Source: an optimization exercise on an open RTL-to-GDS flow (aim: small area, a short achievable clock period and few clock cycles). Production flows keep margins and buffers that such runs may drop. The RTL was checked by simulation tests, not by an equivalence proof against the original design. Power is estimated from default activity; no workload was simulated.

### constraint.sdc
create_clock -name core_clock -period 13.0 [get_ports {clk}]
set_input_delay 2.6000 -clock core_clock [delete_from_list [all_inputs] [get_ports {clk}]]
set_output_delay 2.6000 -clock core_clock [all_outputs]
set_load 0.01 [all_outputs]
### standard.sh
#!/bin/bash
# synth_recipe.tcl (not shown) runs the flow's synth.tcl, then flattens the netlist and writes it again
# the make line also repeats each setting of config.mk as NAME=value (left out here)
make -C /OpenROAD-flow-scripts/flow DESIGN_CONFIG=/design/flow/config.mk WORK_HOME=/design/flow/orfs CLKGATE_MAP_FILE= SYNTH_SCRIPT=/design/flow/synth_recipe.tcl "${@:-finish}"
### design.v
package mulPkg;
	localparam int OperandWidth = 32;
	localparam int ProductWidth = 2 * OperandWidth;
	localparam int DefaultRowsPerStage = 8;
	typedef logic [OperandWidth-1:0] operandT;
	typedef struct packed {
		logic valid;
		operandT a;
		operandT b;
	} mulReqT;
	typedef struct packed {
		operandT hi;
		operandT lo;
	} productHalvesT;
	typedef union packed {
		logic [ProductWidth-1:0] full;
		productHalvesT half;
	} productT;
	typedef struct packed {
		logic valid;
		productT product;
	} mulRspT;
endpackage
package apbPkg;
	localparam int AddrWidth = 8;
	localparam int DataWidth = 32;
	typedef struct packed {
		logic psel;
		logic penable;
		logic pwrite;
		logic [AddrWidth-1:0] paddr;
		logic [DataWidth-1:0] pwdata;
	} apbReqT;
	typedef struct packed {
		logic [DataWidth-1:0] prdata;
		logic pready;
		logic pslverr;
	} apbRspT;
	localparam logic [AddrWidth-1:0] AddrOpA = 8'h00;
	localparam logic [AddrWidth-1:0] AddrOpB = 8'h04;
	localparam logic [AddrWidth-1:0] AddrCtrl = 8'h08;
	localparam logic [AddrWidth-1:0] AddrStatus = 8'h0C;
	localparam logic [AddrWidth-1:0] AddrResLo = 8'h10;
	localparam logic [AddrWidth-1:0] AddrResHi = 8'h14;
	localparam int CtrlStartBit = 0;
	localparam int StatusBusyBit = 0;
	localparam int StatusDoneBit = 1;
endpackage
`timescale 1ns/1ps
module prefixAdder #(
	parameter int Width = mulPkg::OperandWidth
) (
	input logic [Width-1:0] a,
	input logic [Width-1:0] b,
	input logic cin,
	output logic [Width-1:0] sum
);
	localparam int Levels = $clog2(Width);
	logic [Width-1:0] p0;
	logic [Width-1:0] g [Levels+1];
	logic [Width-1:0] p [Levels+1];
	assign p0 = a ^ b;
	assign g[0] = (a & b) | {{(Width-1){1'b0}}, p0[0] & cin};
	assign p[0] = p0;
	for (genvar l = 1; l <= Levels; l++) begin : genLevel
		for (genvar i = 0; i < Width; i++) begin : genBit
			if (((i >> (l-1)) & 1) == 1) begin : genNode
				localparam int J = ((i >> (l-1)) << (l-1)) - 1;
				assign g[l][i] = g[l-1][i] | (p[l-1][i] & g[l-1][J]);
				assign p[l][i] = p[l-1][i] & p[l-1][J];
			end else begin : genPass
				assign g[l][i] = g[l-1][i];
				assign p[l][i] = p[l-1][i];
			end
		end
	end
	assign sum = p0 ^ {g[Levels][Width-2:0], cin};
endmodule
`timescale 1ns/1ps
module mulRow (
	input logic [32:0] accS,
	input logic [32:0] accC,
	input logic idle,
	input logic [31:0] a,
	input logic [3:0] one,
	input logic [3:0] two,
	input logic [3:0] neg,
	input logic d16,
	output logic [40:0] rowX,
	output logic [40:0] rowY
);
	logic [33:0] aExt;
	logic [3:0] negN;
	logic [31:0] top;
	logic [32:0] pp0;
	logic [32:0] pp1;
	logic [32:0] pp2;
	logic [32:0] pp3;
	assign aExt = {1'b0, a, 1'b0};
	assign negN = ~neg;
	assign top = a & {32{d16}};
	assign pp0 = (aExt[33:1] & {33{one[0]}} | aExt[32:0] & {33{two[0]}}) ^ {33{neg[0]}};
	assign pp1 = (aExt[33:1] & {33{one[1]}} | aExt[32:0] & {33{two[1]}}) ^ {33{neg[1]}};
	assign pp2 = (aExt[33:1] & {33{one[2]}} | aExt[32:0] & {33{two[2]}}) ^ {33{neg[2]}};
	assign pp3 = (aExt[33:1] & {33{one[3]}} | aExt[32:0] & {33{two[3]}}) ^ {33{neg[3]}};
	logic fs0, fc0, fs1, fc1, fs2, fc2, fs3, fc3, fs4, fc4, fs5, fc5, fs6, fc6, fs7, fc7;
	logic fs8, fc8, fs9, fc9, fs10, fc10, fs11, fc11, fs12, fc12, fs13, fc13, fs14, fc14, fs15, fc15;
	logic fs16, fc16, fs17, fc17, fs18, fc18, fs19, fc19, fs20, fc20, fs21, fc21, fs22, fc22, fs23, fc23;
	logic fs24, fc24, fs25, fc25, fs26, fc26, fs27, fc27, fs28, fc28, fs29, fc29, fs30, fc30, fs31, fc31;
	logic fs32, fc32, fs33, fc33, fs34, fc34, fs35, fc35, fs36, fc36, fs37, fc37, fs38, fc38, fs39, fc39;
	logic fs40, fc40, fs41, fc41, fs42, fc42, fs43, fc43, fs44, fc44, fs45, fc45, fs46, fc46, fs47, fc47;
	logic fs48, fc48, fs49, fc49, fs50, fc50, fs51, fc51, fs52, fc52, fs53, fc53, fs54, fc54, fs55, fc55;
	logic fs56, fc56, fs57, fc57, fs58, fc58, fs59, fc59, fs60, fc60, fs61, fc61, fs62, fc62, fs63, fc63;
	logic fs64, fc64, fs65, fc65, fs66, fc66, fs67, fc67, fs68, fc68, fs69, fc69, fs70, fc70, fs71, fc71;
	logic fs72, fc72, fs73, fc73, fs74, fc74, fs75, fc75, fs76, fc76, fs77, fc77, fs78, fc78, fs79, fc79;
	logic fs80, fc80, fs81, fc81, fs82, fc82, fs83, fc83, fs84, fc84, fs85, fc85, fs86, fc86, fs87, fc87;
	logic fs88, fc88, fs89, fc89, fs90, fc90, fs91, fc91, fs92, fc92, fs93, fc93, fs94, fc94, fs95, fc95;
	logic fs96, fc96, fs97, fc97, fs98, fc98, fs99, fc99, fs100, fc100, fs101, fc101, fs102, fc102, fs103, fc103;
	logic fs104, fc104, fs105, fc105, fs106, fc106, fs107, fc107, fs108, fc108, fs109, fc109, fs110, fc110, fs111, fc111;
	logic fs112, fc112, fs113, fc113, fs114, fc114, fs115, fc115, fs116, fc116, fs117, fc117, fs118, fc118, fs119, fc119;
	logic fs120, fc120, fs121, fc121, fs122, fc122, fs123, fc123, fs124, fc124, fs125, fc125, fs126, fc126, fs127, fc127;
	logic fs128, fc128, fs129, fc129, fs130, fc130, fs131, fc131, fs132, fc132, fs133, fc133, fs134, fc134, fs135, fc135;
	logic fs136, fc136, fs137, fc137, fs138, fc138, fs139, fc139, fs140, fc140, fs141, fc141, fs142, fc142, fs143, fc143;
	logic fs144, fc144, fs145, fc145, fs146, fc146, fs147, fc147, fs148, fc148, fs149, fc149, fs150, fc150, fs151, fc151;
	logic fs152, fc152, fs153, fc153, fs154, fc154, fs155, fc155, fs156, fc156, fs157, fc157, fs158, fc158, fs159, fc159;
	logic fs160, fc160, fs161, fc161, hs0, hc0, hs1, hc1, hs2, hc2, hs3, hc3, hs4, hc4, hs5, hc5;
	logic hs6, hc6, hs7, hc7, hs8, hc8, hs9, hc9, hs10, hc10, hs11, hc11;
	assign hs0 = accS[6] ^ accC[6];
	assign hc0 = accS[6] & accC[6];
	assign hs1 = accS[7] ^ accC[7];
	assign hc1 = accS[7] & accC[7];
	fullAdd fa0 (.x(accS[8]), .y(accC[8]), .z(top[0]), .s(fs0), .c(fc0));
	fullAdd fa1 (.x(accS[9]), .y(accC[9]), .z(top[1]), .s(fs1), .c(fc1));
	fullAdd fa2 (.x(accS[10]), .y(accC[10]), .z(top[2]), .s(fs2), .c(fc2));
	fullAdd fa3 (.x(accS[11]), .y(accC[11]), .z(top[3]), .s(fs3), .c(fc3));
	fullAdd fa4 (.x(accS[12]), .y(accC[12]), .z(top[4]), .s(fs4), .c(fc4));
	fullAdd fa5 (.x(accS[13]), .y(accC[13]), .z(top[5]), .s(fs5), .c(fc5));
	fullAdd fa6 (.x(accS[14]), .y(accC[14]), .z(top[6]), .s(fs6), .c(fc6));
	fullAdd fa7 (.x(accS[15]), .y(accC[15]), .z(top[7]), .s(fs7), .c(fc7));
	fullAdd fa8 (.x(accS[16]), .y(accC[16]), .z(top[8]), .s(fs8), .c(fc8));
	fullAdd fa9 (.x(accS[17]), .y(accC[17]), .z(top[9]), .s(fs9), .c(fc9));
	fullAdd fa10 (.x(accS[18]), .y(accC[18]), .z(top[10]), .s(fs10), .c(fc10));
	fullAdd fa11 (.x(accS[19]), .y(accC[19]), .z(top[11]), .s(fs11), .c(fc11));
	fullAdd fa12 (.x(accS[20]), .y(accC[20]), .z(top[12]), .s(fs12), .c(fc12));
	fullAdd fa13 (.x(accS[21]), .y(accC[21]), .z(top[13]), .s(fs13), .c(fc13));
	fullAdd fa14 (.x(accS[22]), .y(accC[22]), .z(top[14]), .s(fs14), .c(fc14));
	fullAdd fa15 (.x(accS[23]), .y(accC[23]), .z(top[15]), .s(fs15), .c(fc15));
	fullAdd fa16 (.x(accS[24]), .y(accC[24]), .z(top[16]), .s(fs16), .c(fc16));
	fullAdd fa17 (.x(accS[25]), .y(accC[25]), .z(top[17]), .s(fs17), .c(fc17));
	fullAdd fa18 (.x(accS[26]), .y(accC[26]), .z(top[18]), .s(fs18), .c(fc18));
	fullAdd fa19 (.x(accS[27]), .y(accC[27]), .z(top[19]), .s(fs19), .c(fc19));
	fullAdd fa20 (.x(accS[28]), .y(accC[28]), .z(top[20]), .s(fs20), .c(fc20));
	fullAdd fa21 (.x(accS[29]), .y(accC[29]), .z(top[21]), .s(fs21), .c(fc21));
	fullAdd fa22 (.x(accS[30]), .y(accC[30]), .z(top[22]), .s(fs22), .c(fc22));
	fullAdd fa23 (.x(accS[31]), .y(accC[31]), .z(top[23]), .s(fs23), .c(fc23));
	fullAdd fa24 (.x(1'b1), .y(accS[32]), .z(accC[32]), .s(fs24), .c(fc24));
	fullAdd fa25 (.x(idle), .y(top[24]), .z(pp0[32]), .s(fs25), .c(fc25));
	assign hs2 = negN[0] ^ top[25];
	assign hc2 = negN[0] & top[25];
	assign hs3 = accS[2] ^ accC[2];
	assign hc3 = accS[2] & accC[2];
	assign hs4 = accS[3] ^ accC[3];
	assign hc4 = accS[3] & accC[3];
	fullAdd fa26 (.x(accS[4]), .y(accC[4]), .z(neg[2]), .s(fs26), .c(fc26));
	assign hs5 = pp0[4] ^ pp1[2];
	assign hc5 = pp0[4] & pp1[2];
	fullAdd fa27 (.x(accS[5]), .y(accC[5]), .z(pp0[5]), .s(fs27), .c(fc27));
	assign hs6 = pp1[3] ^ pp2[1];
	assign hc6 = pp1[3] & pp2[1];
	fullAdd fa28 (.x(neg[3]), .y(hs0), .z(pp0[6]), .s(fs28), .c(fc28));
	fullAdd fa29 (.x(pp1[4]), .y(pp2[2]), .z(pp3[0]), .s(fs29), .c(fc29));
	fullAdd fa30 (.x(hc0), .y(hs1), .z(pp0[7]), .s(fs30), .c(fc30));
	fullAdd fa31 (.x(pp1[5]), .y(pp2[3]), .z(pp3[1]), .s(fs31), .c(fc31));
	fullAdd fa32 (.x(hc1), .y(fs0), .z(pp0[8]), .s(fs32), .c(fc32));
	fullAdd fa33 (.x(pp1[6]), .y(pp2[4]), .z(pp3[2]), .s(fs33), .c(fc33));
	fullAdd fa34 (.x(fc0), .y(fs1), .z(pp0[9]), .s(fs34), .c(fc34));
	fullAdd fa35 (.x(pp1[7]), .y(pp2[5]), .z(pp3[3]), .s(fs35), .c(fc35));
	fullAdd fa36 (.x(fc1), .y(fs2), .z(pp0[10]), .s(fs36), .c(fc36));
	fullAdd fa37 (.x(pp1[8]), .y(pp2[6]), .z(pp3[4]), .s(fs37), .c(fc37));
	fullAdd fa38 (.x(fc2), .y(fs3), .z(pp0[11]), .s(fs38), .c(fc38));
	fullAdd fa39 (.x(pp1[9]), .y(pp2[7]), .z(pp3[5]), .s(fs39), .c(fc39));
	fullAdd fa40 (.x(fc3), .y(fs4), .z(pp0[12]), .s(fs40), .c(fc40));
	fullAdd fa41 (.x(pp1[10]), .y(pp2[8]), .z(pp3[6]), .s(fs41), .c(fc41));
	fullAdd fa42 (.x(fc4), .y(fs5), .z(pp0[13]), .s(fs42), .c(fc42));
	fullAdd fa43 (.x(pp1[11]), .y(pp2[9]), .z(pp3[7]), .s(fs43), .c(fc43));
	fullAdd fa44 (.x(fc5), .y(fs6), .z(pp0[14]), .s(fs44), .c(fc44));
	fullAdd fa45 (.x(pp1[12]), .y(pp2[10]), .z(pp3[8]), .s(fs45), .c(fc45));
	fullAdd fa46 (.x(fc6), .y(fs7), .z(pp0[15]), .s(fs46), .c(fc46));
	fullAdd fa47 (.x(pp1[13]), .y(pp2[11]), .z(pp3[9]), .s(fs47), .c(fc47));
	fullAdd fa48 (.x(fc7), .y(fs8), .z(pp0[16]), .s(fs48), .c(fc48));
	fullAdd fa49 (.x(pp1[14]), .y(pp2[12]), .z(pp3[10]), .s(fs49), .c(fc49));
	fullAdd fa50 (.x(fc8), .y(fs9), .z(pp0[17]), .s(fs50), .c(fc50));
	fullAdd fa51 (.x(pp1[15]), .y(pp2[13]), .z(pp3[11]), .s(fs51), .c(fc51));
	fullAdd fa52 (.x(fc9), .y(fs10), .z(pp0[18]), .s(fs52), .c(fc52));
	fullAdd fa53 (.x(pp1[16]), .y(pp2[14]), .z(pp3[12]), .s(fs53), .c(fc53));
	fullAdd fa54 (.x(fc10), .y(fs11), .z(pp0[19]), .s(fs54), .c(fc54));
	fullAdd fa55 (.x(pp1[17]), .y(pp2[15]), .z(pp3[13]), .s(fs55), .c(fc55));
	fullAdd fa56 (.x(fc11), .y(fs12), .z(pp0[20]), .s(fs56), .c(fc56));
	fullAdd fa57 (.x(pp1[18]), .y(pp2[16]), .z(pp3[14]), .s(fs57), .c(fc57));
	fullAdd fa58 (.x(fc12), .y(fs13), .z(pp0[21]), .s(fs58), .c(fc58));
	fullAdd fa59 (.x(pp1[19]), .y(pp2[17]), .z(pp3[15]), .s(fs59), .c(fc59));
	fullAdd fa60 (.x(fc13), .y(fs14), .z(pp0[22]), .s(fs60), .c(fc60));
	fullAdd fa61 (.x(pp1[20]), .y(pp2[18]), .z(pp3[16]), .s(fs61), .c(fc61));
	fullAdd fa62 (.x(fc14), .y(fs15), .z(pp0[23]), .s(fs62), .c(fc62));
	fullAdd fa63 (.x(pp1[21]), .y(pp2[19]), .z(pp3[17]), .s(fs63), .c(fc63));
	fullAdd fa64 (.x(fc15), .y(fs16), .z(pp0[24]), .s(fs64), .c(fc64));
	fullAdd fa65 (.x(pp1[22]), .y(pp2[20]), .z(pp3[18]), .s(fs65), .c(fc65));
	fullAdd fa66 (.x(fc16), .y(fs17), .z(pp0[25]), .s(fs66), .c(fc66));
	fullAdd fa67 (.x(pp1[23]), .y(pp2[21]), .z(pp3[19]), .s(fs67), .c(fc67));
	fullAdd fa68 (.x(fc17), .y(fs18), .z(pp0[26]), .s(fs68), .c(fc68));
	fullAdd fa69 (.x(pp1[24]), .y(pp2[22]), .z(pp3[20]), .s(fs69), .c(fc69));
	fullAdd fa70 (.x(fc18), .y(fs19), .z(pp0[27]), .s(fs70), .c(fc70));
	fullAdd fa71 (.x(pp1[25]), .y(pp2[23]), .z(pp3[21]), .s(fs71), .c(fc71));
	fullAdd fa72 (.x(fc19), .y(fs20), .z(pp0[28]), .s(fs72), .c(fc72));
	fullAdd fa73 (.x(pp1[26]), .y(pp2[24]), .z(pp3[22]), .s(fs73), .c(fc73));
	fullAdd fa74 (.x(fc20), .y(fs21), .z(pp0[29]), .s(fs74), .c(fc74));
	fullAdd fa75 (.x(pp1[27]), .y(pp2[25]), .z(pp3[23]), .s(fs75), .c(fc75));
	fullAdd fa76 (.x(fc21), .y(fs22), .z(pp0[30]), .s(fs76), .c(fc76));
	fullAdd fa77 (.x(pp1[28]), .y(pp2[26]), .z(pp3[24]), .s(fs77), .c(fc77));
	fullAdd fa78 (.x(fc22), .y(fs23), .z(pp0[31]), .s(fs78), .c(fc78));
	fullAdd fa79 (.x(pp1[29]), .y(pp2[27]), .z(pp3[25]), .s(fs79), .c(fc79));
	fullAdd fa80 (.x(fc23), .y(fs24), .z(pp1[30]), .s(fs80), .c(fc80));
	fullAdd fa81 (.x(pp2[28]), .y(pp3[26]), .z(fs25), .s(fs81), .c(fc81));
	fullAdd fa82 (.x(fc24), .y(hs2), .z(pp1[31]), .s(fs82), .c(fc82));
	fullAdd fa83 (.x(pp2[29]), .y(pp3[27]), .z(fc25), .s(fs83), .c(fc83));
	fullAdd fa84 (.x(1'b1), .y(top[26]), .z(hc2), .s(fs84), .c(fc84));
	fullAdd fa85 (.x(pp1[32]), .y(pp2[30]), .z(pp3[28]), .s(fs85), .c(fc85));
	fullAdd fa86 (.x(negN[1]), .y(top[27]), .z(pp2[31]), .s(fs86), .c(fc86));
	assign hs7 = 1'b1 ^ top[28];
	assign hc7 = 1'b1 & top[28];
	assign hs8 = accS[0] ^ accC[0];
	assign hc8 = accS[0] & accC[0];
	assign hs9 = accS[1] ^ accC[1];
	assign hc9 = accS[1] & accC[1];
	fullAdd fa87 (.x(neg[1]), .y(hs3), .z(pp0[2]), .s(fs87), .c(fc87));
	fullAdd fa88 (.x(hc3), .y(hs4), .z(pp0[3]), .s(fs88), .c(fc88));
	fullAdd fa89 (.x(hc4), .y(fs26), .z(pp2[0]), .s(fs89), .c(fc89));
	fullAdd fa90 (.x(fc26), .y(hc5), .z(fs27), .s(fs90), .c(fc90));
	fullAdd fa91 (.x(fc27), .y(hc6), .z(fs28), .s(fs91), .c(fc91));
	fullAdd fa92 (.x(fc28), .y(fc29), .z(fs30), .s(fs92), .c(fc92));
	fullAdd fa93 (.x(fc30), .y(fc31), .z(fs32), .s(fs93), .c(fc93));
	fullAdd fa94 (.x(fc32), .y(fc33), .z(fs34), .s(fs94), .c(fc94));
	fullAdd fa95 (.x(fc34), .y(fc35), .z(fs36), .s(fs95), .c(fc95));
	fullAdd fa96 (.x(fc36), .y(fc37), .z(fs38), .s(fs96), .c(fc96));
	fullAdd fa97 (.x(fc38), .y(fc39), .z(fs40), .s(fs97), .c(fc97));
	fullAdd fa98 (.x(fc40), .y(fc41), .z(fs42), .s(fs98), .c(fc98));
	fullAdd fa99 (.x(fc42), .y(fc43), .z(fs44), .s(fs99), .c(fc99));
	fullAdd fa100 (.x(fc44), .y(fc45), .z(fs46), .s(fs100), .c(fc100));
	fullAdd fa101 (.x(fc46), .y(fc47), .z(fs48), .s(fs101), .c(fc101));
	fullAdd fa102 (.x(fc48), .y(fc49), .z(fs50), .s(fs102), .c(fc102));
	fullAdd fa103 (.x(fc50), .y(fc51), .z(fs52), .s(fs103), .c(fc103));
	fullAdd fa104 (.x(fc52), .y(fc53), .z(fs54), .s(fs104), .c(fc104));
	fullAdd fa105 (.x(fc54), .y(fc55), .z(fs56), .s(fs105), .c(fc105));
	fullAdd fa106 (.x(fc56), .y(fc57), .z(fs58), .s(fs106), .c(fc106));
	fullAdd fa107 (.x(fc58), .y(fc59), .z(fs60), .s(fs107), .c(fc107));
	fullAdd fa108 (.x(fc60), .y(fc61), .z(fs62), .s(fs108), .c(fc108));
	fullAdd fa109 (.x(fc62), .y(fc63), .z(fs64), .s(fs109), .c(fc109));
	fullAdd fa110 (.x(fc64), .y(fc65), .z(fs66), .s(fs110), .c(fc110));
	fullAdd fa111 (.x(fc66), .y(fc67), .z(fs68), .s(fs111), .c(fc111));
	fullAdd fa112 (.x(fc68), .y(fc69), .z(fs70), .s(fs112), .c(fc112));
	fullAdd fa113 (.x(fc70), .y(fc71), .z(fs72), .s(fs113), .c(fc113));
	fullAdd fa114 (.x(fc72), .y(fc73), .z(fs74), .s(fs114), .c(fc114));
	fullAdd fa115 (.x(fc74), .y(fc75), .z(fs76), .s(fs115), .c(fc115));
	fullAdd fa116 (.x(fc76), .y(fc77), .z(fs78), .s(fs116), .c(fc116));
	fullAdd fa117 (.x(fc78), .y(fc79), .z(fs80), .s(fs117), .c(fc117));
	fullAdd fa118 (.x(fc80), .y(fs82), .z(fc81), .s(fs118), .c(fc118));
	fullAdd fa119 (.x(fc82), .y(fs84), .z(fs85), .s(fs119), .c(fc119));
	fullAdd fa120 (.x(pp3[29]), .y(fc84), .z(fc85), .s(fs120), .c(fc120));
	fullAdd fa121 (.x(hs7), .y(pp2[32]), .z(pp3[30]), .s(fs121), .c(fc121));
	fullAdd fa122 (.x(negN[2]), .y(top[29]), .z(hc7), .s(fs122), .c(fc122));
	assign hs10 = 1'b1 ^ top[30];
	assign hc10 = 1'b1 & top[30];
	assign hs11 = neg[0] ^ hs8;
	assign hc11 = neg[0] & hs8;
	fullAdd fa123 (.x(hc8), .y(hs9), .z(pp0[1]), .s(fs123), .c(fc123));
	fullAdd fa124 (.x(hc9), .y(pp1[0]), .z(fs87), .s(fs124), .c(fc124));
	fullAdd fa125 (.x(pp1[1]), .y(fc87), .z(fs88), .s(fs125), .c(fc125));
	fullAdd fa126 (.x(fc88), .y(fs89), .z(hs5), .s(fs126), .c(fc126));
	fullAdd fa127 (.x(fc89), .y(hs6), .z(fs90), .s(fs127), .c(fc127));
	fullAdd fa128 (.x(fs29), .y(fc90), .z(fs91), .s(fs128), .c(fc128));
	fullAdd fa129 (.x(fs31), .y(fc91), .z(fs92), .s(fs129), .c(fc129));
	fullAdd fa130 (.x(fs33), .y(fc92), .z(fs93), .s(fs130), .c(fc130));
	fullAdd fa131 (.x(fs35), .y(fc93), .z(fs94), .s(fs131), .c(fc131));
	fullAdd fa132 (.x(fs37), .y(fc94), .z(fs95), .s(fs132), .c(fc132));
	fullAdd fa133 (.x(fs39), .y(fc95), .z(fs96), .s(fs133), .c(fc133));
	fullAdd fa134 (.x(fs41), .y(fc96), .z(fs97), .s(fs134), .c(fc134));
	fullAdd fa135 (.x(fs43), .y(fc97), .z(fs98), .s(fs135), .c(fc135));
	fullAdd fa136 (.x(fs45), .y(fc98), .z(fs99), .s(fs136), .c(fc136));
	fullAdd fa137 (.x(fs47), .y(fc99), .z(fs100), .s(fs137), .c(fc137));
	fullAdd fa138 (.x(fs49), .y(fc100), .z(fs101), .s(fs138), .c(fc138));
	fullAdd fa139 (.x(fs51), .y(fc101), .z(fs102), .s(fs139), .c(fc139));
	fullAdd fa140 (.x(fs53), .y(fc102), .z(fs103), .s(fs140), .c(fc140));
	fullAdd fa141 (.x(fs55), .y(fc103), .z(fs104), .s(fs141), .c(fc141));
	fullAdd fa142 (.x(fs57), .y(fc104), .z(fs105), .s(fs142), .c(fc142));
	fullAdd fa143 (.x(fs59), .y(fc105), .z(fs106), .s(fs143), .c(fc143));
	fullAdd fa144 (.x(fs61), .y(fc106), .z(fs107), .s(fs144), .c(fc144));
	fullAdd fa145 (.x(fs63), .y(fc107), .z(fs108), .s(fs145), .c(fc145));
	fullAdd fa146 (.x(fs65), .y(fc108), .z(fs109), .s(fs146), .c(fc146));
	fullAdd fa147 (.x(fs67), .y(fc109), .z(fs110), .s(fs147), .c(fc147));
	fullAdd fa148 (.x(fs69), .y(fc110), .z(fs111), .s(fs148), .c(fc148));
	fullAdd fa149 (.x(fs71), .y(fc111), .z(fs112), .s(fs149), .c(fc149));
	fullAdd fa150 (.x(fs73), .y(fc112), .z(fs113), .s(fs150), .c(fc150));
	fullAdd fa151 (.x(fs75), .y(fc113), .z(fs114), .s(fs151), .c(fc151));
	fullAdd fa152 (.x(fs77), .y(fc114), .z(fs115), .s(fs152), .c(fc152));
	fullAdd fa153 (.x(fs79), .y(fc115), .z(fs116), .s(fs153), .c(fc153));
	fullAdd fa154 (.x(fc116), .y(fs117), .z(fs81), .s(fs154), .c(fc154));
	fullAdd fa155 (.x(fc117), .y(fs83), .z(fs118), .s(fs155), .c(fc155));
	fullAdd fa156 (.x(fs119), .y(fc83), .z(fc118), .s(fs156), .c(fc156));
	fullAdd fa157 (.x(fs86), .y(fc119), .z(fs120), .s(fs157), .c(fc157));
	fullAdd fa158 (.x(fs121), .y(fc86), .z(fc120), .s(fs158), .c(fc158));
	fullAdd fa159 (.x(pp3[31]), .y(fc121), .z(fs122), .s(fs159), .c(fc159));
	fullAdd fa160 (.x(hs10), .y(pp3[32]), .z(fc122), .s(fs160), .c(fc160));
	fullAdd fa161 (.x(negN[3]), .y(top[31]), .z(hc10), .s(fs161), .c(fc161));
	assign rowX[0] = hs11;
	assign rowY[0] = pp0[0];
	assign rowX[1] = hc11;
	assign rowY[1] = fs123;
	assign rowX[2] = fc123;
	assign rowY[2] = fs124;
	assign rowX[3] = fc124;
	assign rowY[3] = fs125;
	assign rowX[4] = fc125;
	assign rowY[4] = fs126;
	assign rowX[5] = fc126;
	assign rowY[5] = fs127;
	assign rowX[6] = fc127;
	assign rowY[6] = fs128;
	assign rowX[7] = fc128;
	assign rowY[7] = fs129;
	assign rowX[8] = fc129;
	assign rowY[8] = fs130;
	assign rowX[9] = fc130;
	assign rowY[9] = fs131;
	assign rowX[10] = fc131;
	assign rowY[10] = fs132;
	assign rowX[11] = fc132;
	assign rowY[11] = fs133;
	assign rowX[12] = fc133;
	assign rowY[12] = fs134;
	assign rowX[13] = fc134;
	assign rowY[13] = fs135;
	assign rowX[14] = fc135;
	assign rowY[14] = fs136;
	assign rowX[15] = fc136;
	assign rowY[15] = fs137;
	assign rowX[16] = fc137;
	assign rowY[16] = fs138;
	assign rowX[17] = fc138;
	assign rowY[17] = fs139;
	assign rowX[18] = fc139;
	assign rowY[18] = fs140;
	assign rowX[19] = fc140;
	assign rowY[19] = fs141;
	assign rowX[20] = fc141;
	assign rowY[20] = fs142;
	assign rowX[21] = fc142;
	assign rowY[21] = fs143;
	assign rowX[22] = fc143;
	assign rowY[22] = fs144;
	assign rowX[23] = fc144;
	assign rowY[23] = fs145;
	assign rowX[24] = fc145;
	assign rowY[24] = fs146;
	assign rowX[25] = fc146;
	assign rowY[25] = fs147;
	assign rowX[26] = fc147;
	assign rowY[26] = fs148;
	assign rowX[27] = fc148;
	assign rowY[27] = fs149;
	assign rowX[28] = fc149;
	assign rowY[28] = fs150;
	assign rowX[29] = fc150;
	assign rowY[29] = fs151;
	assign rowX[30] = fc151;
	assign rowY[30] = fs152;
	assign rowX[31] = fc152;
	assign rowY[31] = fs153;
	assign rowX[32] = fc153;
	assign rowY[32] = fs154;
	assign rowX[33] = fc154;
	assign rowY[33] = fs155;
	assign rowX[34] = fc155;
	assign rowY[34] = fs156;
	assign rowX[35] = fc156;
	assign rowY[35] = fs157;
	assign rowX[36] = fc157;
	assign rowY[36] = fs158;
	assign rowX[37] = fc158;
	assign rowY[37] = fs159;
	assign rowX[38] = fc159;
	assign rowY[38] = fs160;
	assign rowX[39] = fc160;
	assign rowY[39] = fs161;
	assign rowX[40] = fc161;
	assign rowY[40] = 1'b0;
endmodule
module fullAdd (
	input logic x,
	input logic y,
	input logic z,
	output logic s,
	output logic c
);
	assign s = x ^ y ^ z;
	assign c = (x & y) | (x & z) | (y & z);
endmodule
`timescale 1ns/1ps
module mulArray (
	input logic clk,
	input logic arstN,
	input logic [31:0] a,
	input logic [31:0] b,
	input logic wrB,
	input logic [7:0] bLoNext,
	input logic aValidNext,
	input logic bValidNext,
	input logic go,
	output mulPkg::productT product
);
	logic run1;
	logic run2;
	logic run3;
	logic running;
	logic first;
	logic [3:0] oneQ;
	logic [3:0] twoQ;
	logic [3:0] negQ;
	logic d16Q;
	logic [3:0] oneD;
	logic [3:0] twoD;
	logic [3:0] negD;
	logic digitsOn;
	logic [32:0] accS;
	logic [32:0] accC;
	logic [7:0] byteS;
	logic [7:0] byteC;
	logic [23:0] lowQ;
	logic lowCarry;
	logic [40:0] rowX;
	logic [40:0] rowY;
	logic [8:0] byteSum;
	logic [39:0] topSum;
	assign first = go & ~running;
	always_ff @(posedge clk or negedge arstN) begin
		if (!arstN) begin
			run1 <= 1'b0;
			run2 <= 1'b0;
			run3 <= 1'b0;
			running <= 1'b0;
		end else begin
			run1 <= first;
			run2 <= run1;
			run3 <= run2;
			running <= first | run1 | run2;
		end
	end
	function automatic logic [11:0] booth(input logic [7:0] g, input logic below);
		logic [3:0] one;
		logic [3:0] two;
		logic [3:0] neg;
		for (int j = 0; j < 4; j++) begin
			logic hi;
			logic mid;
			logic lo;
			hi = g[2*j+1];
			mid = g[2*j];
			lo = (j == 0) ? below : g[2*j-1];
			neg[j] = hi;
			one[j] = mid ^ lo;
			two[j] = (hi & ~mid & ~lo) | (~hi & mid & lo);
		end
		booth = {neg, two, one};
	endfunction
	logic [11:0] digitsFirst;
	logic [11:0] digitsRun;
	logic [11:0] digitsD;
	logic [7:0] groupRest;
	logic groupRestBelow;
	assign digitsFirst = booth(b[15:8], b[7]);
	always_comb begin
		if (run1) begin
			groupRest = b[23:16];
			groupRestBelow = b[15];
		end else if (run2) begin
			groupRest = b[31:24];
			groupRestBelow = b[23];
		end else begin
			groupRest = wrB ? bLoNext : b[7:0];
			groupRestBelow = 1'b0;
		end
	end
	assign digitsRun = booth(groupRest, groupRestBelow);
	assign digitsD = first ? digitsFirst : digitsRun;
	assign digitsOn = aValidNext & bValidNext;
	assign {negD, twoD, oneD} = digitsD & {12{digitsOn}};
	always_ff @(posedge clk) begin
		oneQ <= oneD;
		twoQ <= twoD;
		negQ <= negD;
		d16Q <= run2 & b[31] & digitsOn;
	end
	mulRow mulRow_i (
		.accS(accS & {33{running}}),
		.accC(accC & {33{running}}),
		.idle(~running),
		.a(a),
		.one(oneQ),
		.two(twoQ),
		.neg(negQ),
		.d16(d16Q),
		.rowX(rowX),
		.rowY(rowY)
	);
	assign byteSum = {1'b0, byteS} + {1'b0, byteC} + {8'd0, lowCarry & (run2 | run3)};
	always_ff @(posedge clk) begin
		if (go | running) begin
			accS <= rowX[40:8];
			accC <= rowY[40:8];
			byteS <= rowX[7:0];
			byteC <= rowY[7:0];
		end
		if (running) begin
			lowCarry <= byteSum[8];
		end
		if (run1) begin
			lowQ[7:0] <= byteSum[7:0];
		end
		if (run2) begin
			lowQ[15:8] <= byteSum[7:0];
		end
		if (run3) begin
			lowQ[23:16] <= byteSum[7:0];
		end
	end
	prefixAdder #(
		.Width(40)
	) prefixAdder_i (
		.a({accS[31:0], byteS}),
		.b({accC[31:0], byteC}),
		.cin(lowCarry),
		.sum(topSum)
	);
	assign product.half.hi = topSum[39:8];
	assign product.half.lo = {topSum[7:0], lowQ};
endmodule
`timescale 1ns/1ps
module mulApbRegs (
	input logic clk,
	input logic arstN,
	input apbPkg::apbReqT apbReq,
	output apbPkg::apbRspT apbRsp,
	output mulPkg::operandT opA,
	output mulPkg::operandT opB,
	output logic opBWrite,
	output logic [7:0] opBLoNext,
	output logic opAValidNext,
	output logic opBValidNext,
	output logic go,
	input mulPkg::productT product
);
	logic setup;
	logic done;
	logic inMap;
	logic inMapHi;
	logic inMapLo;
	logic mapped;
	logic wrOpA;
	logic wrOpB;
	logic opAValid;
	logic opBValid;
	mulPkg::operandT opARead;
	mulPkg::operandT opBRead;
	mulPkg::productT result;
	logic [apbPkg::DataWidth-1:0] readWord;
	logic [apbPkg::DataWidth-1:0] prdataQ;
	logic pslverrQ;
	assign setup = apbReq.psel & ~apbReq.penable;
	startDetect startDetect_i (
		.psel(apbReq.psel),
		.penable(apbReq.penable),
		.pwrite(apbReq.pwrite),
		.paddr(apbReq.paddr),
		.startBit(apbReq.pwdata[apbPkg::CtrlStartBit]),
		.go(go)
	);
	addrDecode addrDecode_i (
		.paddr(apbReq.paddr),
		.inMapHi(inMapHi),
		.inMapLo(inMapLo)
	);
	assign inMap = inMapHi & inMapLo;
	assign mapped = inMap & ~(apbReq.paddr[4] & apbReq.paddr[3]);
	assign opARead = opA & {32{opAValid}};
	assign opBRead = opB & {32{opBValid}};
	assign result = product & {64{done}};
	always_comb begin
		case ({apbReq.paddr[4], apbReq.paddr[2]})
			2'b00: readWord = opARead;
			2'b01: readWord = opBRead;
			2'b10: readWord = result.half.lo;
			default: readWord = result.half.hi;
		endcase
		if (apbReq.paddr[3]) begin
			readWord = '0;
			readWord[apbPkg::StatusDoneBit] = done & apbReq.paddr[2] & ~apbReq.paddr[4];
		end
		if (!inMap) begin
			readWord = '0;
		end
	end
	always_ff @(posedge clk) begin
		prdataQ <= readWord;
		pslverrQ <= ~mapped;
	end
	always_comb begin
		apbRsp.prdata = prdataQ;
		apbRsp.pready = 1'b1;
		apbRsp.pslverr = pslverrQ;
	end
	always_ff @(posedge clk or negedge arstN) begin
		if (!arstN) begin
			wrOpA <= 1'b0;
			wrOpB <= 1'b0;
			opAValid <= 1'b0;
			opBValid <= 1'b0;
			done <= 1'b0;
		end else begin
			wrOpA <= setup && apbReq.pwrite && (apbReq.paddr == apbPkg::AddrOpA);
			wrOpB <= setup && apbReq.pwrite && (apbReq.paddr == apbPkg::AddrOpB);
			if (wrOpA) begin
				opAValid <= 1'b1;
			end
			if (wrOpB) begin
				opBValid <= 1'b1;
			end
			if (go) begin
				done <= 1'b1;
			end
		end
	end
	always_ff @(posedge clk) begin
		if (wrOpA) begin
			opA <= apbReq.pwdata;
		end
		if (wrOpB) begin
			opB <= apbReq.pwdata;
		end
	end
	assign opBWrite = wrOpB;
	assign opBLoNext = apbReq.pwdata[7:0];
	assign opAValidNext = opAValid | wrOpA;
	assign opBValidNext = opBValid | wrOpB;
endmodule
module startDetect (
	input logic psel,
	input logic penable,
	input logic pwrite,
	input logic [apbPkg::AddrWidth-1:0] paddr,
	input logic startBit,
	output logic go
);
	assign go = psel & ~penable & pwrite & startBit & (paddr == apbPkg::AddrCtrl);
endmodule
module addrDecode (
	input logic [apbPkg::AddrWidth-1:0] paddr,
	output logic inMapHi,
	output logic inMapLo
);
	assign inMapHi = (paddr[7:5] == 3'b000);
	assign inMapLo = (paddr[1:0] == 2'b00);
endmodule
`timescale 1ns/1ps
module mulApbTop (
	input logic clk,
	input logic arstN,
	input apbPkg::apbReqT apbReq,
	output apbPkg::apbRspT apbRsp
);
	mulPkg::operandT opA;
	mulPkg::operandT opB;
	logic go;
	logic opBWrite;
	logic [7:0] opBLoNext;
	logic opAValidNext;
	logic opBValidNext;
	mulPkg::productT product;
	mulApbRegs mulApbRegs_i (
		.clk(clk),
		.arstN(arstN),
		.apbReq(apbReq),
		.apbRsp(apbRsp),
		.opA(opA),
		.opB(opB),
		.opBWrite(opBWrite),
		.opBLoNext(opBLoNext),
		.opAValidNext(opAValidNext),
		.opBValidNext(opBValidNext),
		.go(go),
		.product(product)
	);
	mulArray mulArray_i (
		.clk(clk),
		.arstN(arstN),
		.a(opA),
		.b(opB),
		.wrB(opBWrite),
		.bLoNext(opBLoNext),
		.aValidNext(opAValidNext),
		.bValidNext(opBValidNext),
		.go(go),
		.product(product)
	);
endmodule
`timescale 1ns/1ps
module mulApbChip (
	input logic clk,
	input logic arstN,
	input logic psel,
	input logic penable,
	input logic pwrite,
	input logic [7:0] paddr,
	input logic [31:0] pwdata,
	output logic [31:0] prdata,
	output logic pready,
	output logic pslverr
);
	apbPkg::apbReqT apbReq;
	apbPkg::apbRspT apbRsp;
	assign apbReq.psel = psel;
	assign apbReq.penable = penable;
	assign apbReq.pwrite = pwrite;
	assign apbReq.paddr = paddr;
	assign apbReq.pwdata = pwdata;
	assign prdata = apbRsp.prdata;
	assign pready = apbRsp.pready;
	assign pslverr = apbRsp.pslverr;
	mulApbTop mulApbTop_i (
		.clk(clk),
		.arstN(arstN),
		.apbReq(apbReq),
		.apbRsp(apbRsp)
	);
endmodule
### flow/run.sh
#!/bin/bash
# The standard layout, with timing repair aimed at a path delay well below
# the clock period: the clock and the constraints are unchanged, only
# repair_timing's setup margin is raised (and kept to the worst endpoints).
set -euo pipefail
export SETUP_SLACK_MARGIN="${FLOW_SETUP_MARGIN:-9.4}"
export TNS_END_PERCENT="${FLOW_TNS_END:-10}"
export BUFFER_PORTS_ARGS="-buffer_cell sky130_fd_sc_hd__buf_2"
export CTS_ARGS="-sink_clustering_enable -repair_clock_nets -dont_use_dummy_load -buf_list {sky130_fd_sc_hd__clkbuf_4 sky130_fd_sc_hd__clkbuf_8}"
# keep each full adder of the multiplier step a module of its own through
# synthesis, so that it maps to one full-adder cell without inverters around it, and keep the
# two address decodes that gate many flip-flops short;
# the netlist is flattened at the end of synthesis as usual
export SYNTH_KEEP_MODULES="fullAdd startDetect addrDecode"
bash standard.sh > flow_standard.log 2>&1
### config.mk
export PLATFORM = sky130hd
export DESIGN_NAME = mulApbChip
export DESIGN_NICKNAME = mulApbChip
export VERILOG_FILES = /design/flow/design.v
export SDC_FILE = /design/flow/constraint.sdc
export NUM_CORES = 4
export LEC_CHECK = 0
export CAP_MARGIN = 20
export CORE_MARGIN = 2
export CORE_UTILIZATION = 40
export SLEW_MARGIN = 20
==> results.toml, run 1 <==
[route]
postRouteAntennaNets = 0
vias = 11453
wl_met3_um = 4619
highest_layer = "met4"
drc = 0
drt-pass1-iter-count = 7
wl_met2_um = 23280
routed_wl_um = 50750
drt_iter0_drc = 1457
met1_length_um = 20890
wl_per_cell_um = 26.65
drt-vias-per-instance = 6.015

[yosys]
ys_types = 66
synth-seq-cells = 225
yosysWarnings = 5
synth-edff-count = 170
syn_area_per_cell_um2 = 11.92
synthTopCellsByArea = "edfxtp_1 32%, fa_1 21%, xnor2_1 8.4%"
ys_seq_area_share_pct = 38.73
synthCells = 1354
synth_top_area_cell = "edfxtp_1"
synth-main-ff-cell = "edfxtp_1"
syn_area_um2 = 16140
async_reset_ff_share_pct = 4.000
yosysTopAreaCellShare_pct = 31.63

[die]
io_pins = 79
die_x_um = 204.9
fp.dieH_um = 204.9
die_area_um2 = 41970
core_area_um2 = 39820
fp-row-count = 73
start_util_pct = 40.53

[timing]
fmax_ghz = 0.2727
fin_skew_ns = 0.04899
final-hold-violation-count = 0
fin_crit_sh_pct = 28.21
setup_violations = 0
rsz0062_at_grt = "yes"
report.final.slew_viol_count = 0
tightest_slew_ns = 1.072
fin_crit_ns = 3.667
max_slew_margin_pct = 28.55
fin_tns_setup_ns = 0

[critical_path]
r2r_cells = 11
crit_path_end_kind = "output port"
rr_endpoint = "mulApbTop_i.mulApbRegs_i.prdataQ[25]"
critPathTopFamily = "flip-flops"
critPathMaxFanout = 1
crit_required_ns = 10.40
cp.arrival_ns = 1.07
crit_type = "flip-flop to output port"
slowest_stage = "dfxtp_1"
rrSetupSlack_ns = 9.48
path_buf_inv = 1
cp_num_cells = 1
crit_end = "prdata[23]"
path_cells = "buf_2"
crit_start = "mulApbTop_i.mulApbRegs_i.prdataQ[23]"
cp-start-kind = "flip-flop"
critical-path-max-stage-delay_ns = 0.39
r2r-start = "mulApbTop_i.mulArray_i.accS[11]"

[place]
place_area_um2 = 16880
hpwlAfterDp_um = 35220
gp_congestion = 0.9111
port_buffers = 77
dp.cells = 1859

[power]
max-vdd-ir-drop_v = 0.00006896
total_power_uw = 1337
power.leakage_uw = 0.006932
powerDensity_nw_per_um2 = 75.74

[final_layout]
finish.instance_area_um2 = 17650
drive_gt1_share_pct = 13.78
area_growth_pct = 9.342
fin_nets = 1645
diodes = 0
fin_cells = 1904

[clock_network]
cts_hold_buffers = 0
htreeDepth = 2
clockBufferDepth = 3
cts.clk_slew.worst_paths_ns = 0.05
cts_root_buf = "clkbuf_8"
cts_tree = "built"
cts.sinks = 225
clkLatencyLatePin_ns = 0.57
numCtsBuffers = 40

[global_routing]
grt_antenna_before_repair = 0
grt_pass1_vias = 11880
grt-ovfl-total = 0
grt_pass1_wl_um = 75980
grt_usage_pct = 24.57
grt_max_degree = 44

[job]
cap_viol_max_count = 0

[run_status]
status = "timing/DRC/antenna clean"

[hold_path]
hp-class = "flip-flop to flip-flop"
-- logic make-up after synthesis --
logic type / Yosys count / synth area share [%]
muxes: 12 / 0.7443
buffers and inverters: 146 / 3.434
and+or+nand+nor: 266 / 8.822
DFF: 225 / 38.73
other: 2 / 0.04653
xor gates and xnor gates: 168 / 9.117
AOI/OAI and AO/OA: 316 / 14.17
adders and majority gates: 219 / 24.93
-- layout make-up --
type	instances	area, um^2
Timing Repair Buffer	94	593.1
Sequential cell	225	6285
Clock buffer	40	550.5
Tap cell	525	656.9
Multi-Input combinational cell	987	9438
Inverter	33	123.9
Fill cell	3717	22180
-- how the worst min path moves through the flow --
| stage | from | endpoint | slack, ns | cells past startpoint |
|---|---|---|---|---|
| 4_1_cts | mulApbTop_i.mulApbRegs_i.opAValid | mulApbTop_i.mulApbRegs_i.opAValid | 0.49 | 1 |
| 3_5_place_dp | mulApbTop_i.mulApbRegs_i.wrOpB | mulApbTop_i.mulApbRegs_i.opB[1] | 0.47 | 0 |
| 6_report | mulApbTop_i.mulApbRegs_i.opAValid | mulApbTop_i.mulApbRegs_i.opAValid | 0.48 | 1 |
| 5_1_grt | mulApbTop_i.mulApbRegs_i.opBValid | mulApbTop_i.mulApbRegs_i.opBValid | 0.50 | 1 |
| 3_3_place_gp | mulApbTop_i.mulApbRegs_i.opAValid | mulApbTop_i.mulApbRegs_i.opAValid | 0.47 | 1 |
| 2_1_floorplan | mulApbTop_i.mulApbRegs_i.opBValid | mulApbTop_i.mulApbRegs_i.opBValid | 0.44 | 1 |
-- Yosys stat by module (local to each module, per instance) --
module,times used,flops+latches,cell area [um^2]
startDetect,1,0,32.53
addrDecode,1,0,13.76
fullAdd,162,0,20.02
mulApbChip,1,225,12850
-- synth_stat cells (all sizes together), types with 3 or more instances --
cell,n
mux2i,12
o22ai,13
ha,48
a211oi,16
and4,3
inv,33
dfrtp,9
nor3b,3
a31oi,12
a21boi,3
or2,7
nand4,7
o21bai,4
fa,171
a21o,13
nand2,52
and2,93
or3,6
a22o,5
a21oi,55
buf,31
xnor2,155
nor3,8
nor2b,4
nand2b,4
dfxtp,46
o2111ai,3
nand3,7
clkbuf,82
a22oi,145
nor2,54
xor2,13
o21ai,23
and3,7
a222oi,12
o211ai,3
edfxtp,170
-- stage by stage --
stage	hold WS [ns]	util [%]	setup WS (ns)
6_report	0.4782	44.31	9.333
5_1_grt	0.5027	44.31	9.311
4_1_cts	0.4885	44.01	9.293
3_5_place_dp	0.4745	42.40	8.083
3_3_place_gp	0.4722	42.40	8.155
2_1_floorplan	0.4444	-	8.926
-- power by group --
part           internal, uW  total, uW  switching (uW)
Combinational          10.1       25.2            15.1
Clock                   271        543             272
Sequential              768        768           0.677
-- layout by cell type (no fill, tap or decap), types with 10 or more instances in the layout --
cell type	instances
a211oi_1	13
fa_1	171
a22oi_1	145
inv_1	33
edfxtp_1	170
xor2_1	13
ha_1	48
mux2i_1	12
a222oi_1	12
dfxtp_2	17
xnor2_1	155
clkbuf_8	40
a21oi_1	51
a31oi_1	12
buf_2	75
and2_1	93
buf_4	10
o21ai_0	15
nor2_1	50
dfxtp_1	27
nand2_1	49
a21o_1	13
o22ai_1	13
-- layer usage --
layer	track usage (%)	up-vias
met1	33.73	5790
li1	-	4857
met4	9.250	0
met2	38.84	680
met5	0	-
met3	4.470	126
-- flip-flops by register name (all words and copies together) (netlist names), 4 cells and up --
register / flops
mulApbTop_i.mulArray_i.byteC: 8
mulApbTop_i.mulArray_i.accC: 32
mulApbTop_i.mulApbRegs_i.prdataQ: 32
mulApbTop_i.mulApbRegs_i.opB: 32
mulApbTop_i.mulArray_i.twoQ: 4
mulApbTop_i.mulArray_i.negQ: 4
mulApbTop_i.mulArray_i.byteS: 8
mulApbTop_i.mulApbRegs_i.opA: 32
mulApbTop_i.mulArray_i.oneQ: 4
mulApbTop_i.mulArray_i.lowQ: 24
mulApbTop_i.mulArray_i.accS: 33
-- repair_timing --
action | CTS | global route
pin swaps | 0 | 4
endpoints found under the setup margin | 171 | 140
buffers inserted | 1 | 1
resized for setup | 16 | 32
gates cloned | 2 | 1
Testbench counts, summed over its fixed seeds: cycles 14,400.
==> inputs of run 2 (changes only) <==
--- a/flow/run.sh
+++ b/flow/run.sh
@@ -5,7 +5,7 @@
 set -euo pipefail
 export SETUP_SLACK_MARGIN="${FLOW_SETUP_MARGIN:-9.4}"
 export TNS_END_PERCENT="${FLOW_TNS_END:-10}"
-export BUFFER_PORTS_ARGS="-buffer_cell sky130_fd_sc_hd__buf_2"
+export BUFFER_PORTS_ARGS="-buffer_cell sky130_fd_sc_hd__buf_1"
 export CTS_ARGS="-sink_clustering_enable -repair_clock_nets -dont_use_dummy_load -buf_list {sky130_fd_sc_hd__clkbuf_4 sky130_fd_sc_hd__clkbuf_8}"
 # keep each full adder of the multiplier step a module of its own through
 # synthesis, so that it maps to one full-adder cell without inverters around it, and keep the
==> run 2 against run 1 <==
  * Synthesized cell count unchanged
  * Non-clock buffer count grew 3
  * Largest power group unchanged
  * Sequential power hardly changed
  * Global-route usage rose by 0.087 points
  * Still clean on timing, DRC and antenna
==> results.toml, run 2 <==
[clock_network]
cts.clk_slew.worst_paths_ns = 0.05
cts_tree = "built"
cts.sinks = 225
cts_hold_buffers = 0
clkLatencyLatePin_ns = 0.58
cts_root_buf = "clkbuf_8"
numCtsBuffers = 41
htreeDepth = 2
clockBufferDepth = 3

[die]
core_area_um2 = 39820
fp.dieH_um = 204.9
fp-row-count = 73
die_x_um = 204.9
start_util_pct = 40.53
die_area_um2 = 41970
io_pins = 79

[yosys]
yosysMostFrequentCell = "fa_1"
ys_seq_area_share_pct = 38.73
yosysTopAreaCellShare_pct = 31.63
synthCells = 1354
ys_top_cells_by_count = "171 x fa_1, 170 x edfxtp_1, 155 x xnor2_1"
async_reset_ff_share_pct = 4.000
syn_area_um2 = 16140
ys_types = 66
yosysWarnings = 5
synthTopCellsByArea = "edfxtp_1 32%, fa_1 21%, xnor2_1 8.4%"
synth-main-ff-cell = "edfxtp_1"
synth_top_area_cell = "edfxtp_1"
syn_area_per_cell_um2 = 11.92
synth-seq-cells = 225
synth-edff-count = 170

[global_routing]
grt_usage_pct = 24.66
grt_max_degree = 47
grt_antenna_before_repair = 0
grt_pass1_wl_um = 76040
grt-ovfl-total = 0
grt_pass1_vias = 11965

[route]
routed_wl_um = 50460
drt_iter0_drc = 1471
vias = 11493
drt-vias-per-instance = 6.024
postRouteAntennaNets = 0
drc = 0
wl_per_cell_um = 26.45
drt-pass1-iter-count = 7

[power]
pwr-share-seq_pct = 57.2
internal-power_uw = 1053
power.leakage_uw = 0.006780
max-vdd-ir-drop_v = 0.00008358
sw_frac_of_total_pct = 21.67
powerDensity_nw_per_um2 = 76.54
p_clk_share_pct = 41.2
p_comb_share_pct = 1.7
p_switching_uw = 291.2

[final_layout]
layout_common_cells = "171 x fa_1, 170 x edfxtp_1, 155 x xnor2_1, 145 x a22oi_1, 93 x and2_1"
fin_nets = 1648
area_growth_pct = 8.783
largest_reg_flops = 33
fin_cells = 1908
final_common_cell = "fa_1"
finish.instance_area_um2 = 17560
top_register = "mulApbTop_i.mulArray_i.accS"
drive_gt1_share_pct = 10.35

[timing]
rsz0062_at_grt = "yes"
report.final.slew_viol_count = 0
fin_tns_setup_ns = 0
fin_crit_sh_pct = 28.21
max_slew_margin_pct = 30.43
fin_crit_ns = 3.668
setup_violations = 0
fin_skew_ns = 0.05948
fmax_ghz = 0.2727
tightest_slew_ns = 1.044
final-hold-violation-count = 0

[critical_path]
path_buf_inv = 1
slowest_stage = "dfxtp_2"
critPathMaxFanout = 1
crit_path_end_kind = "output port"
cp.arrival_ns = 1.07
path_cells = "clkbuf_2"
critPathTopFamily = "flip-flops"
crit_type = "flip-flop to output port"
critical-path-max-stage-delay_ns = 0.37
crit_required_ns = 10.40
cp-start-kind = "flip-flop"

[place]
hpwlAfterDp_um = 34730
port_buffers = 77
gp_congestion = 0.8932
dp.cells = 1860
place_area_um2 = 16800

[hold_path]
hp-class = "flip-flop to flip-flop"

[run_status]
status = "timing/DRC/antenna clean"

[job]
cap_viol_max_count = 0
==> run 2: cell count changes in the layout (fill, tap and decap cells not counted), moves of 6 or more <==
cell and change:
buf_1 +52, clkbuf_2 +6, buf_4 +8, buf_2 -57, dfxtp_2 +7, dfxtp_1 -8
==> run 2: kinds of logic (layout without fill, tap and decap cells) <==
group           Yosys count  in the layout  synth area share [%]
simple gates            266            267                 8.822
compound gates          316            316                 14.17
buf+inv                 146            171                 3.434
fa+ha+maj               219            219                 24.93
flops                   225            225                 38.73
other cells               2              5               0.04653
mux                      12             12                0.7443
xor+xnor                168            168                 9.117
==> run 2: per-module statistics from Yosys, one instance, submodules excluded <==
module	cells	times used	area, um^2	flops+latches
addrDecode	2	1	13.76	0
fullAdd	1	162	20.02	0
mulApbChip	1186	1	12850	225
startDetect	4	1	32.53	0
==> run 2: layout make-up <==
cell class	instances	area [um^2]
sequential	225	6297
clock buffer	41	564.3
timing repair buffer	97	504.2
tap	525	656.9
antenna	1	2.502
inverter	33	123.9
multi-input combinational	986	9408
fill	3723	22270
==> run 2: per-layer routing <==
metal | vias to the layer above | share of wire (%) | track usage, %
met4 | 0 | 4.5 | 10.48
met3 | 132 | 9.3 | 4.868
met1 | 5832 | 41 | 33.70
met2 | 678 | 46 | 38.33
met5 | - | 0 | 0
li1 | 4851 | - | -
==> run 2: power groups by stage <==
stage	Sequential, uW	Clock, uW	Combinational, uW
floorplan	783	0	8.86
global placement	783	0	21.2
detailed placement	783	0	21.7
CTS	769	564	22.0
global route	768	591	24.6
finish	768	553	22.4
==> run 2: through the flow <==
| stage | hold slack [ns] | util (%) | setup WS [ns] | total power [uW] |
|---|---|---|---|---|
| 2_1_floorplan | 0.4444 | - | 8.926 | 791.7 |
| 3_3_place_gp | 0.4658 | 42.18 | 8.035 | 804.3 |
| 3_5_place_dp | 0.4625 | 42.18 | 8.015 | 804.8 |
| 4_1_cts | 0.4755 | 43.85 | 9.312 | 1355 |
| 5_1_grt | 0.4919 | 44.08 | 9.269 | 1383 |
| 6_report | 0.4763 | 44.09 | 9.332 | 1344 |
==> run 2: path summary, 6_finish.rpt <==
check | from | endpoint | slack [ns] | cells after the start
worst min-delay path | mulApbTop_i.mulApbRegs_i.opBValid | mulApbTop_i.mulApbRegs_i.opBValid | 0.48 | 1
max in group asynchronous | arstN | mulApbTop_i.mulArray_i.running | 10.58 | 1
min in group asynchronous | arstN | mulApbTop_i.mulArray_i.run3 | 1.99 | 1
worst min register to register | mulApbTop_i.mulApbRegs_i.opBValid | mulApbTop_i.mulApbRegs_i.opBValid | 0.48 | 1
worst max-delay path | mulApbTop_i.mulApbRegs_i.prdataQ[10] | prdata[10] | 9.33 | 1
worst max register to register | mulApbTop_i.mulArray_i.negQ[0] | mulApbTop_i.mulArray_i.accC[25] | 9.50 | 6
==> run 2: what timing repair did <==
| action | 4_1_cts | 5_1_grt |
|---|---|---|
| resized for setup | 47 | 21 |
| buffers inserted | 1 | 4 |
| endpoints found under the setup margin | 180 | 132 |
| gates cloned | 1 | 0 |
| pin swaps | 0 | 1 |
| hold endpoints to repair | 0 | 0 |
==> inputs of run 3 (changes only) <==
==> flow/run.sh (replaced) <==
#!/bin/bash
# The standard layout, with timing repair aimed at a path delay well below
# the clock period: the clock and the constraints are unchanged, only
# repair_timing's setup margin is raised (and kept to the worst endpoints).
set -euo pipefail
export SETUP_SLACK_MARGIN="${FLOW_SETUP_MARGIN:-9.2}"
export TNS_END_PERCENT="${FLOW_TNS_END:-10}"
export BUFFER_PORTS_ARGS="-buffer_cell sky130_fd_sc_hd__buf_2"
export CTS_ARGS="-sink_clustering_enable -repair_clock_nets -dont_use_dummy_load -sink_clustering_size 16 -sink_clustering_max_diameter 80 -buf_list {sky130_fd_sc_hd__clkbuf_4 sky130_fd_sc_hd__clkbuf_8}"
# keep each full adder of the multiplier step a module of its own through
# synthesis, so that it maps to one full-adder cell without inverters around it, and keep the
# two address decodes that gate many flip-flops short;
# the netlist is flattened at the end of synthesis as usual
export SYNTH_KEEP_MODULES="fullAdd startDetect addrDecode"
bash standard.sh > flow_standard.log 2>&1
==> run 3 against run 2 <==
  * Critical endpoint is now mulApbTop_i.mulApbRegs_i.prdataQ[31]
  * First-iteration DRC count is 9.2% lower
  * Power is 13% lower
  * Flip-flop and latch count stayed put
  * Sequential power hardly changed
  * Clock skew is 0.0032 ns higher
  * Global-route usage is 0.39 points lower
  * Clock power is 33% lower
  * Worst hold slack better by 0.015 ns
  * Highest routed layer unchanged
  * Still clean on timing, DRC and antenna
  * Utilization is 0.95 points lower
  * Via count is 1.5% lower
  * Count of clock-buffer cells in the layout is 22 lower
  * Cell count is 1.5% lower
==> results.toml, run 3 <==
[final_layout]
largest_reg_flops = 33
fin_nets = 1621
top_register = "mulApbTop_i.mulArray_i.accS"
final_common_cell = "fa_1"
diodes = 0
layout_common_cells = "171 x fa_1, 170 x edfxtp_1, 155 x xnor2_1, 145 x a22oi_1, 93 x and2_1"
fillers = 3750
area_growth_pct = 6.450
drive_gt1_share_pct = 10.92

[route]
drc = 0
wl_per_cell_um = 26.53
drt-pass1-iter-count = 8
drt_iter0_drc = 1336
vias = 11321
routed_wl_um = 49890
postRouteAntennaNets = 0
drt-vias-per-instance = 6.022

[timing]
final-hold-violation-count = 0
fmax_ghz = 0.2550
rsz0062_at_grt = "yes"
fin_tns_setup_ns = 0
setup_violations = 0
report.final.slew_viol_count = 0
tightest_slew_ns = 1.039
fin_crit_sh_pct = 30.17
fin_hold_ws_ns = 0.4917
max_slew_margin_pct = 30.70
fin_skew_ns = 0.06270
setup_slack_ns = 9.078
fin_crit_ns = 3.922

[yosys]
synth-edff-count = 170
synth-seq-cells = 225
synthCells = 1354
syn_area_um2 = 16140
synth-main-ff-cell = "edfxtp_1"
ys_types = 66
async_reset_ff_share_pct = 4.000
yosysTopAreaCellShare_pct = 31.63
syn_area_per_cell_um2 = 11.92
synth_top_area_cell = "edfxtp_1"
ys_top_cells_by_count = "171 x fa_1, 170 x edfxtp_1, 155 x xnor2_1"
yosysWarnings = 5
yosysMostFrequentCell = "fa_1"
synthTopCellsByArea = "edfxtp_1 32%, fa_1 21%, xnor2_1 8.4%"
ys_seq_area_share_pct = 38.73

[clock_network]
cts_root_buf = "clkbuf_8"
numCtsBuffers = 19
cts.sinks = 225
cts.clk_slew.worst_paths_ns = 0.10
cts_tree = "built"
clkLatencyLatePin_ns = 0.57
htreeDepth = 1
clockBufferDepth = 3

[die]
die_area_um2 = 41970
io_pins = 79
core_area_um2 = 39820
start_util_pct = 40.53
fp.dieH_um = 204.9
die_x_um = 204.9
fp-row-count = 73

[global_routing]
grt_usage_pct = 24.26
grt_pass1_vias = 11725
grt_antenna_before_repair = 0
grt-ovfl-total = 0
grt_pass1_wl_um = 75270
grt_max_degree = 47

[power]
sw_frac_of_total_pct = 21.97
powerDensity_nw_per_um2 = 67.69
max-vdd-ir-drop_v = 0.00006916
p_comb_share_pct = 2.1
pwr-share-seq_pct = 65.9
power.leakage_uw = 0.006729
p_switching_uw = 255.5
internal-power_uw = 907.4
p_clk_share_pct = 32.0

[place]
place_ws_ns = 8.083
gp_congestion = 0.9111
port_buffers = 77
hpwlAfterDp_um = 35220

[hold_path]
hp-class = "flip-flop to flip-flop"

[critical_path]
path_cells = "buf_2, nor3_2, nand2_1, or2_2, nor2_1, and4_1, or3_1"
crit_type = "primary input to flip-flop"
crit_path_end_kind = "flip-flop"
crit_required_ns = 13.49
cp.arrival_ns = 4.41
slowest_stage = "or2_2"
cp-start-kind = "primary input"
critPathTopFamily = "simple AND/OR/NAND/NOR gates"
path_buf_inv = 1
critical-path-max-stage-delay_ns = 0.55
critPathMaxFanout = 32

[run_status]
status = "timing/DRC/antenna clean"

[job]
cap_viol_max_count = 0
[run 3: cell counts after synthesis]
Identical to the previous run, type by type.
[run 3: cells by family (layout without fill, tap and decap cells)]
| family | after synthesis | in the layout | share of synthesized area, % |
|---|---|---|---|
| compound gates | 316 | 316 | 14.17 |
| simple gates | 266 | 267 | 8.822 |
| flops | 225 | 225 | 38.73 |
| fa+ha+maj | 219 | 219 | 24.93 |
| xor+xnor | 168 | 168 | 9.117 |
| buf+inv | 146 | 144 | 3.434 |
| mux | 12 | 12 | 0.7443 |
| other cells | 2 | 4 | 0.04653 |
[run 3: power by group through the flow]
stage | Combinational (uW) | Clock (uW) | Sequential (uW)
floorplan | 8.86 | 0 | 783
CTS | 24.1 | 383 | 767
global placement | 23.3 | 0 | 783
detailed placement | 23.9 | 0 | 783
global route | 26.5 | 403 | 767
finish | 24.1 | 372 | 767
[run 3: per-stage QoR]
stage | power, uW | utilization [%] | instance area (um^2) | instances
global placement | 806.4 | 42.40 | 16880 | 1859
floorplan | 791.7 | - | 16150 | 1356
detailed placement | 807.1 | 42.40 | 16880 | 1859
CTS | 1174 | 43.13 | 17180 | 1880
global route | 1196 | 43.14 | 17180 | 1880
finish | 1163 | 43.14 | 17180 | 1880
[run 3: cell type report]
class / instances / area (um^2) / area share, %
repair buffers: 92 / 510.5 / 2.971
multi-input cells: 986 / 9359 / 54.48
flip-flops and latches: 225 / 6269 / 36.49
clock buffers: 19 / 261.5 / 1.522
well taps: 525 / 656.9 / 3.823
inverters: 33 / 123.9 / 0.7210
[run 3: final timing paths]
path,startpoint,to,slack (ns),cells after the start
hold / removal,mulApbTop_i.mulApbRegs_i.opAValid,mulApbTop_i.mulApbRegs_i.opAValid,0.49,1
max in group asynchronous,arstN,mulApbTop_i.mulApbRegs_i.wrOpB,10.88,1
min in group asynchronous,arstN,mulApbTop_i.mulArray_i.run3,1.89,1
hold reg to reg,mulApbTop_i.mulApbRegs_i.opAValid,mulApbTop_i.mulApbRegs_i.opAValid,0.49,1
setup reg to reg,mulApbTop_i.mulArray_i.running,mulApbTop_i.mulArray_i.accC[11],9.34,6
setup / recovery,paddr[6],mulApbTop_i.mulApbRegs_i.prdataQ[31],9.08,7
[run 3: layer usage]
layer | global-route usage, % | wire length [um] | vias to the layer above | part of all wire [%]
li1 | - | - | 4795 | -
met1 | 33.86 | 20710 | 5758 | 42
met2 | 37.74 | 22620 | 650 | 45
met3 | 4.184 | 4449 | 118 | 8.9
met4 | 9.455 | 2108 | 0 | 4.2
met5 | 0 | 0 | - | 0
[run 3: what timing repair did]
item / CTS / global route
gates cloned: 1 / 0
endpoints found under the setup margin: 75 / 18
hold buffers: 0 / 0
resized for setup: 5 / 2
buffers inserted: 1 / 0
hold endpoints to repair: 0 / 0
[run 3: modules after synthesis, one instance, submodules excluded]
module	copies in the design	cell area, um^2	flops+latches	cells inside
mulApbChip	1	12850	225	1186
startDetect	1	32.53	0	4
fullAdd	162	20.02	0	1
addrDecode	1	13.76	0	2

-- afterwards: timing with drivers on the ports --
How much do the figures lean on ideal ports? The routed layouts below were timed once more, with nothing changed but the port constraints.
Step 1 sets driving cells, clkbuf_16 on the clock port and buf_2 on the other inputs (assumed; they add their load-dependent delay and slew).
Step 2 also shifts input and output timing later by t, the mid clock arrival at the registers, as if the neighbouring blocks saw the same clock.
Slacks: ideal ports / drivers / drivers and shift; pairs: ideal ports / drivers.
run	shift t [ns]	setup WS [ns]	worst data-port slew with drivers (ns)
run 1	0.595	9.333 / 9.281 / 8.801	0.04
run 2	0.599	9.332 / 9.281 / 8.801	0.04
run 3	0.590	9.078 / 9.109 / 8.519	0.04
After both steps setup and hold are still met in every run listed. The setup slack of run 3, which loses most, moves by +0.031 ns with the drivers and by -0.559 ns with both steps.
